Background: an optimization exercise with open tools, aiming at small area. Do not read the settings as production practice.
Function was checked by simulation only, so behaviour that the tests miss may differ from the original.
The flow treats the clock pin as an ideal source, which a real chip does not have.
Power is estimated from default activity; no workload was simulated.

Setup of the reference run:
==> module rf_or2, before the edit <==
module rf_or2 (
  input  logic a, b,
  output logic y
);
  assign y = a | b;
endmodule
==> module rf_nor3, before the edit <==
module rf_nor3 (
  input  logic a, b, c,
  output logic y
);
  assign y = ~(a | b | c);
endmodule
==> module rf_rdbit, before the edit <==
module rf_rdbit (
  input  logic [31:0] ns,
  input  logic [31:0] dn,
  output logic        y
);
  logic [15:0] p;
  logic [7:0]  g;
  logic [1:0]  h;
  genvar i;
  generate
    for (i = 0; i < 16; i++) begin : g_oai
      rf_o22ai u_oai (
        .a1(ns[2*i]), .a2(dn[2*i]), .b1(ns[2*i+1]), .b2(dn[2*i+1]), .y(p[i])
      );
    end
    for (i = 0; i < 8; i++) begin : g_nor
      rf_nor2 u_nor (.a(p[2*i]), .b(p[2*i+1]), .y(g[i]));
    end
    for (i = 0; i < 2; i++) begin : g_nand
      rf_nand4 u_nand (.a(g[4*i]), .b(g[4*i+1]), .c(g[4*i+2]), .d(g[4*i+3]), .y(h[i]));
    end
  endgenerate
  rf_or2 u_or (.a(h[0]), .b(h[1]), .y(y));
endmodule
==> module reg_file_mp, before the edit <==
module reg_file_mp
#(
  parameter int DATA_WIDTH   = 32,
  parameter int SIZE_REGFILE = 5,
  parameter int NUM_RD       = 2,
  parameter int NUM_WR       = 2,
  parameter int ZERO_REG     = 1
) (
  input  logic                           clk,
  input  logic                           rst,
  input  logic                           rg_clr,
  output logic                           rg_ready,
  input  logic [NUM_WR-1:0]              rg_wrt_en,
  input  logic [NUM_WR*SIZE_REGFILE-1:0] rg_wrt_dest,
  input  logic [NUM_WR*DATA_WIDTH-1:0]   rg_wrt_data,
  input  logic [NUM_RD-1:0]              rg_rd_en,
  input  logic [NUM_RD*SIZE_REGFILE-1:0] rg_rd_addr,
  output logic [NUM_RD*DATA_WIDTH-1:0]   rg_rd_data,
  output logic [NUM_RD-1:0]              rg_rd_valid
);
  localparam int DEPTH = 2 ** SIZE_REGFILE;
  localparam int W = DATA_WIDTH;
  logic ready;
  reg_file_clr_seq #(
    .SIZE_REGFILE (SIZE_REGFILE)
  ) u_clr_seq (
    .clk   (clk),
    .rst   (rst),
    .clr   (rg_clr),
    .ready (ready)
  );
  logic [W-1:0] d0, d1;
  logic [SIZE_REGFILE-1:0] a0, a1, r0, r1;
  assign d0 = rg_wrt_data[W-1:0];
  assign d1 = rg_wrt_data[2*W-1:W];
  assign a0 = rg_wrt_dest[SIZE_REGFILE-1:0];
  assign a1 = rg_wrt_dest[2*SIZE_REGFILE-1:SIZE_REGFILE];
  assign r0 = rg_rd_addr[SIZE_REGFILE-1:0];
  assign r1 = rg_rd_addr[2*SIZE_REGFILE-1:SIZE_REGFILE];
  logic we0, we1, re0, re1;
  assign we0 = ready & rg_wrt_en[0];
  assign we1 = ready & rg_wrt_en[1];
  assign re0 = ready & rg_rd_en[0];
  assign re1 = ready & rg_rd_en[1];
  logic [W-1:0] memn [1:DEPTH-1];
  logic [W-1:0] memn_nx [1:DEPTH-1];
  logic [DEPTH-1:1] s1, s0, nhd;
  logic [DEPTH-1:0] nq0, nq1;
  logic [3:0] lo_w0, lo_w1, nlo_r0, nlo_r1;
  logic [7:0] hi_w0, hi_w1, nhi_r0, nhi_r1;
  always_comb begin
    for (int j = 0; j < 4; j++) begin
      lo_w0[j]  = (a0[1:0] == j);
      lo_w1[j]  = (a1[1:0] == j);
      nlo_r0[j] = ~(r0[1:0] == j);
      nlo_r1[j] = ~(r1[1:0] == j);
    end
    for (int j = 0; j < 8; j++) begin
      hi_w0[j]  = we0 & (a0[4:2] == j);
      hi_w1[j]  = we1 & (a1[4:2] == j);
      nhi_r0[j] = ~(re0 & (r0[4:2] == j));
      nhi_r1[j] = ~(re1 & (r1[4:2] == j));
    end
  end
  logic nready;
  assign nready = ~ready;
  genvar k, b;
  generate
    for (k = 1; k < DEPTH; k++) begin : g_ent
      logic ns1, ns0, hd, q0, q1;
      rf_nand2 u_ns1 (.a(lo_w1[k%4]), .b(hi_w1[k/4]), .y(ns1));
      rf_nand3 u_ns0 (.a(lo_w0[k%4]), .b(hi_w0[k/4]), .c(ns1), .y(ns0));
      rf_inv u_s1 (.a(ns1), .y(s1[k]));
      rf_inv u_s0 (.a(ns0), .y(s0[k]));
      rf_nor3 u_hd (.a(nready), .b(s1[k]), .c(s0[k]), .y(hd));
      rf_inv u_nhd (.a(hd), .y(nhd[k]));
      rf_nor2 u_q0 (.a(nlo_r0[k%4]), .b(nhi_r0[k/4]), .y(q0));
      rf_nor2 u_q1 (.a(nlo_r1[k%4]), .b(nhi_r1[k/4]), .y(q1));
      rf_inv u_nq0 (.a(q0), .y(nq0[k]));
      rf_inv u_nq1 (.a(q1), .y(nq1[k]));
      for (b = 0; b < W; b++) begin : g_bit
        logic x;
        rf_aoi22 u_x (.a1(s1[k]), .a2(d1[b]), .b1(s0[k]), .b2(d0[b]), .y(x));
        rf_o21a u_w (.a1(nhd[k]), .a2(memn[k][b]), .b1(x), .y(memn_nx[k][b]));
      end
      always_ff @(posedge clk) begin
        memn[k] <= memn_nx[k];
      end
    end
  endgenerate
  assign nq0[0] = re0;
  assign nq1[0] = re1;
  logic [W-1:0] rd0, rd1, rw0, rw1;
  logic [1:0]   vld;
  generate
    for (b = 0; b < W; b++) begin : g_rd
      logic [DEPTH-1:0] c0, c1;
      rf_inv u_h0 (.a(rd0[b]), .y(c0[0]));
      rf_inv u_h1 (.a(rd1[b]), .y(c1[0]));
      for (k = 1; k < DEPTH; k++) begin : g_c
        assign c0[k] = memn[k][b];
        assign c1[k] = memn[k][b];
      end
      rf_rdbit u_r0 (.ns(nq0), .dn(c0), .y(rw0[b]));
      rf_rdbit u_r1 (.ns(nq1), .dn(c1), .y(rw1[b]));
    end
  endgenerate
  always_ff @(posedge clk or negedge rst) begin
    if (!rst) begin
      rd0 <= '0;
      rd1 <= '0;
      vld <= '0;
    end else begin
      rd0 <= rw0;
      rd1 <= rw1;
      vld <= {re1, re0};
    end
  end
  assign rg_ready    = ready;
  assign rg_rd_data  = {rd1, rd0};
  assign rg_rd_valid = vld;
endmodule
==> flow/config.mk <==
export PLATFORM = sky130hd
export DESIGN_NAME = reg_file_mp
export DESIGN_NICKNAME = reg_file_mp
export VERILOG_FILES = /design/flow/design.v
export SDC_FILE = /design/flow/constraint.sdc
export NUM_CORES = 4
export LEC_CHECK = 0
export CAP_MARGIN = 20
export CORE_MARGIN = 2
export CORE_UTILIZATION = 55
export SLEW_MARGIN = 20
export SYNTH_HIERARCHICAL = 1
==> flow/constraint.sdc <==
create_clock -name core_clock -period 4.0 [get_ports {clk}]
set_input_delay 0.8000 -clock core_clock [delete_from_list [all_inputs] [get_ports {clk}]]
set_output_delay 0.8000 -clock core_clock [all_outputs]
set_load 0.01 [all_outputs]
standard.sh (not shown) runs the stock make flow with config.mk's settings and CLKGATE_MAP_FILE= SYNTH_SCRIPT=/design/flow/synth_recipe.tcl, a recipe that flattens the netlist after the stock synthesis.
==> flow/flow/run.sh <==
#!/bin/bash
# The standard layout (standard.sh, the standard flow's own ORFS flow) with these changes:
# ports buffered with buf_1 instead of the delay cell buffer_ports picks;
# a clock tree of clkbuf_8 leaf clusters without dummy loads; and global
# routing that leaves more of met1/met2 free for pin access (fastroute.tcl);
# and entry select lines driven by one size-2 gate each (size_selects.tcl).
# Synthesis runs first on its own, unchanged.
set -euo pipefail
here=$(pwd)
bash standard.sh synth > standard_synth.log 2>&1
bash standard.sh \
  "BUFFER_PORTS_ARGS=-buffer_cell sky130_fd_sc_hd__buf_1" \
  "CTS_ARGS=-sink_clustering_enable -repair_clock_nets -sink_clustering_size 16 -sink_clustering_max_diameter 70 -buf_list sky130_fd_sc_hd__clkbuf_8 -dont_use_dummy_load" \
  "FASTROUTE_TCL=$here/flow/fastroute.tcl" \
  "PRE_CTS_TCL=$here/flow/size_selects.tcl" \
  finish > standard_make.log 2>&1
Other scripts of this flow, unchanged in this note and not shown: flow/flow/fastroute.tcl, flow/flow/size_selects.tcl
diff inputs: the reference run => the trial run
--- a/flow/design.v
+++ b/flow/design.v
@@ -50,17 +50,17 @@
 module rf_nor2 (
   input  logic a, b,
   output logic y
 );
   assign y = ~(a | b);
 endmodule
-module rf_or2 (
-  input  logic a, b,
-  output logic y
-);
-  assign y = a | b;
+module rf_a211o (
+  input  logic a1, a2, b1, c1,
+  output logic y
+);
+  assign y = (a1 & a2) | b1 | c1;
 endmodule
 module rf_nand4 (
   input  logic a, b, c, d,
   output logic y
 );
   assign y = ~(a & b & c & d);
@@ -74,47 +74,44 @@
 module rf_nand2 (
   input  logic a, b,
   output logic y
 );
   assign y = ~(a & b);
 endmodule
-module rf_nor3 (
-  input  logic a, b, c,
-  output logic y
-);
-  assign y = ~(a | b | c);
-endmodule
 module rf_inv (
   input  logic a,
   output logic y
 );
   assign y = ~a;
 endmodule
 module rf_rdbit (
-  input  logic [31:0] ns,
-  input  logic [31:0] dn,
+  input  logic [30:0] ns,
+  input  logic [30:0] dn,
+  input  logic        h_en,
+  input  logic        h_d,
   output logic        y
 );
   logic [15:0] p;
   logic [7:0]  g;
   logic [1:0]  h;
   genvar i;
   generate
-    for (i = 0; i < 16; i++) begin : g_oai
+    for (i = 0; i < 15; i++) begin : g_oai
       rf_o22ai u_oai (
         .a1(ns[2*i]), .a2(dn[2*i]), .b1(ns[2*i+1]), .b2(dn[2*i+1]), .y(p[i])
       );
     end
     for (i = 0; i < 8; i++) begin : g_nor
       rf_nor2 u_nor (.a(p[2*i]), .b(p[2*i+1]), .y(g[i]));
     end
     for (i = 0; i < 2; i++) begin : g_nand
       rf_nand4 u_nand (.a(g[4*i]), .b(g[4*i+1]), .c(g[4*i+2]), .d(g[4*i+3]), .y(h[i]));
     end
   endgenerate
-  rf_or2 u_or (.a(h[0]), .b(h[1]), .y(y));
+  rf_nor2 u_last (.a(ns[30]), .b(dn[30]), .y(p[15]));
+  rf_a211o u_or (.a1(h_en), .a2(h_d), .b1(h[0]), .c1(h[1]), .y(y));
 endmodule
 module reg_file_mp
 #(
   parameter int DATA_WIDTH   = 32,
   parameter int SIZE_REGFILE = 5,
   parameter int NUM_RD       = 2,
@@ -157,13 +154,13 @@
   assign we1 = ready & rg_wrt_en[1];
   assign re0 = ready & rg_rd_en[0];
   assign re1 = ready & rg_rd_en[1];
   logic [W-1:0] memn [1:DEPTH-1];
   logic [W-1:0] memn_nx [1:DEPTH-1];
   logic [DEPTH-1:1] s1, s0, nhd;
-  logic [DEPTH-1:0] nq0, nq1;
+  logic [DEPTH-1:1] nq0, nq1;
   logic [3:0] lo_w0, lo_w1, nlo_r0, nlo_r1;
   logic [7:0] hi_w0, hi_w1, nhi_r0, nhi_r1;
   always_comb begin
     for (int j = 0; j < 4; j++) begin
       lo_w0[j]  = (a0[1:0] == j);
       lo_w1[j]  = (a1[1:0] == j);
@@ -174,23 +171,22 @@
       hi_w0[j]  = we0 & (a0[4:2] == j);
       hi_w1[j]  = we1 & (a1[4:2] == j);
       nhi_r0[j] = ~(re0 & (r0[4:2] == j));
       nhi_r1[j] = ~(re1 & (r1[4:2] == j));
     end
   end
-  logic nready;
-  assign nready = ~ready;
   genvar k, b;
   generate
     for (k = 1; k < DEPTH; k++) begin : g_ent
-      logic ns1, ns0, hd, q0, q1;
+      logic ns1, ns0, nhd_l, hd, q0, q1;
       rf_nand2 u_ns1 (.a(lo_w1[k%4]), .b(hi_w1[k/4]), .y(ns1));
       rf_nand3 u_ns0 (.a(lo_w0[k%4]), .b(hi_w0[k/4]), .c(ns1), .y(ns0));
       rf_inv u_s1 (.a(ns1), .y(s1[k]));
       rf_inv u_s0 (.a(ns0), .y(s0[k]));
-      rf_nor3 u_hd (.a(nready), .b(s1[k]), .c(s0[k]), .y(hd));
+      rf_nand3 u_nhdl (.a(ready), .b(ns1), .c(ns0), .y(nhd_l));
+      rf_inv u_hd (.a(nhd_l), .y(hd));
       rf_inv u_nhd (.a(hd), .y(nhd[k]));
       rf_nor2 u_q0 (.a(nlo_r0[k%4]), .b(nhi_r0[k/4]), .y(q0));
       rf_nor2 u_q1 (.a(nlo_r1[k%4]), .b(nhi_r1[k/4]), .y(q1));
       rf_inv u_nq0 (.a(q0), .y(nq0[k]));
       rf_inv u_nq1 (.a(q1), .y(nq1[k]));
       for (b = 0; b < W; b++) begin : g_bit
@@ -200,27 +196,25 @@
       end
       always_ff @(posedge clk) begin
         memn[k] <= memn_nx[k];
       end
     end
   endgenerate
-  assign nq0[0] = re0;
-  assign nq1[0] = re1;
   logic [W-1:0] rd0, rd1, rw0, rw1;
   logic [1:0]   vld;
+  logic         nre0, nre1;
+  assign nre0 = ~re0;
+  assign nre1 = ~re1;
   generate
     for (b = 0; b < W; b++) begin : g_rd
-      logic [DEPTH-1:0] c0, c1;
-      rf_inv u_h0 (.a(rd0[b]), .y(c0[0]));
-      rf_inv u_h1 (.a(rd1[b]), .y(c1[0]));
+      logic [DEPTH-2:0] c;
       for (k = 1; k < DEPTH; k++) begin : g_c
-        assign c0[k] = memn[k][b];
-        assign c1[k] = memn[k][b];
+        assign c[k-1] = memn[k][b];
       end
-      rf_rdbit u_r0 (.ns(nq0), .dn(c0), .y(rw0[b]));
-      rf_rdbit u_r1 (.ns(nq1), .dn(c1), .y(rw1[b]));
+      rf_rdbit u_r0 (.ns(nq0[DEPTH-1:1]), .dn(c), .h_en(nre0), .h_d(rd0[b]), .y(rw0[b]));
+      rf_rdbit u_r1 (.ns(nq1[DEPTH-1:1]), .dn(c), .h_en(nre1), .h_d(rd1[b]), .y(rw1[b]));
     end
   endgenerate
   always_ff @(posedge clk or negedge rst) begin
     if (!rst) begin
       rd0 <= '0;
       rd1 <= '0;
==> comparison <==
The trial run: no failed stages, no open violations at the end
The trial run against the reference run; number of vias per cell after detailed routing is up by a few percent.
Summary — switching share of power, the trial run relative to the reference run: lower, by 3.7 points.
The trial run against the reference run: number of instances resized during post-cts repair level; setup slack moved up; combinational share of power moved down.
In the trial run the power turned out 12% lower than in the reference run.
Changes observed in the trial run relative to the reference run: depth of the most critical reg-to-reg path went up 2, proportion of cell area spent on the clock network was more or less identical.
Of the reference run and the trial run, the run reporting the lower number of well taps was the trial run.
Core utilization: the trial run higher than the reference run
Share of cell area taken by multi-input logic gates delta (the reference run -> the trial run): insignificant
Summary: with the reference run as the reference, power in sequential cells in the trial run moved down by a little under 10%.
Die outline area went down slightly going from the reference run to the trial run.

afterwards: timing with drivers on the ports:
Ports are ideal in the flow. The routed layouts listed here were re-timed in OpenROAD. Step 1, drivers: a clkbuf_16 drives clk and a buf_2 each remaining input, both assumed. Step 2, shift: input delay + t, output delay - t, t = (earliest + latest rising clock arrival at the registers) / 2. This alone moves slack from input paths to output paths. Three values: ideal, step 1, step 2; two values: the first two.
| run | t (ns) | setup WS [ns] | worst setup path at the end | worst register clock-pin slew, ns |
|---|---|---|---|---|
| the reference run | 0.844 | 0.093 / 0.093 / -0.132 | input to register | 0.11 / 0.11 |
| the trial run | 0.851 | 0.366 / 0.366 / 0.086 | input to register | 0.11 / 0.11 |
Met with ideal ports but missed after step 2: setup timing in the reference run. The setup slack of the trial run, which loses most, moves by 0.000 ns with the drivers and by -0.280 ns with both steps.
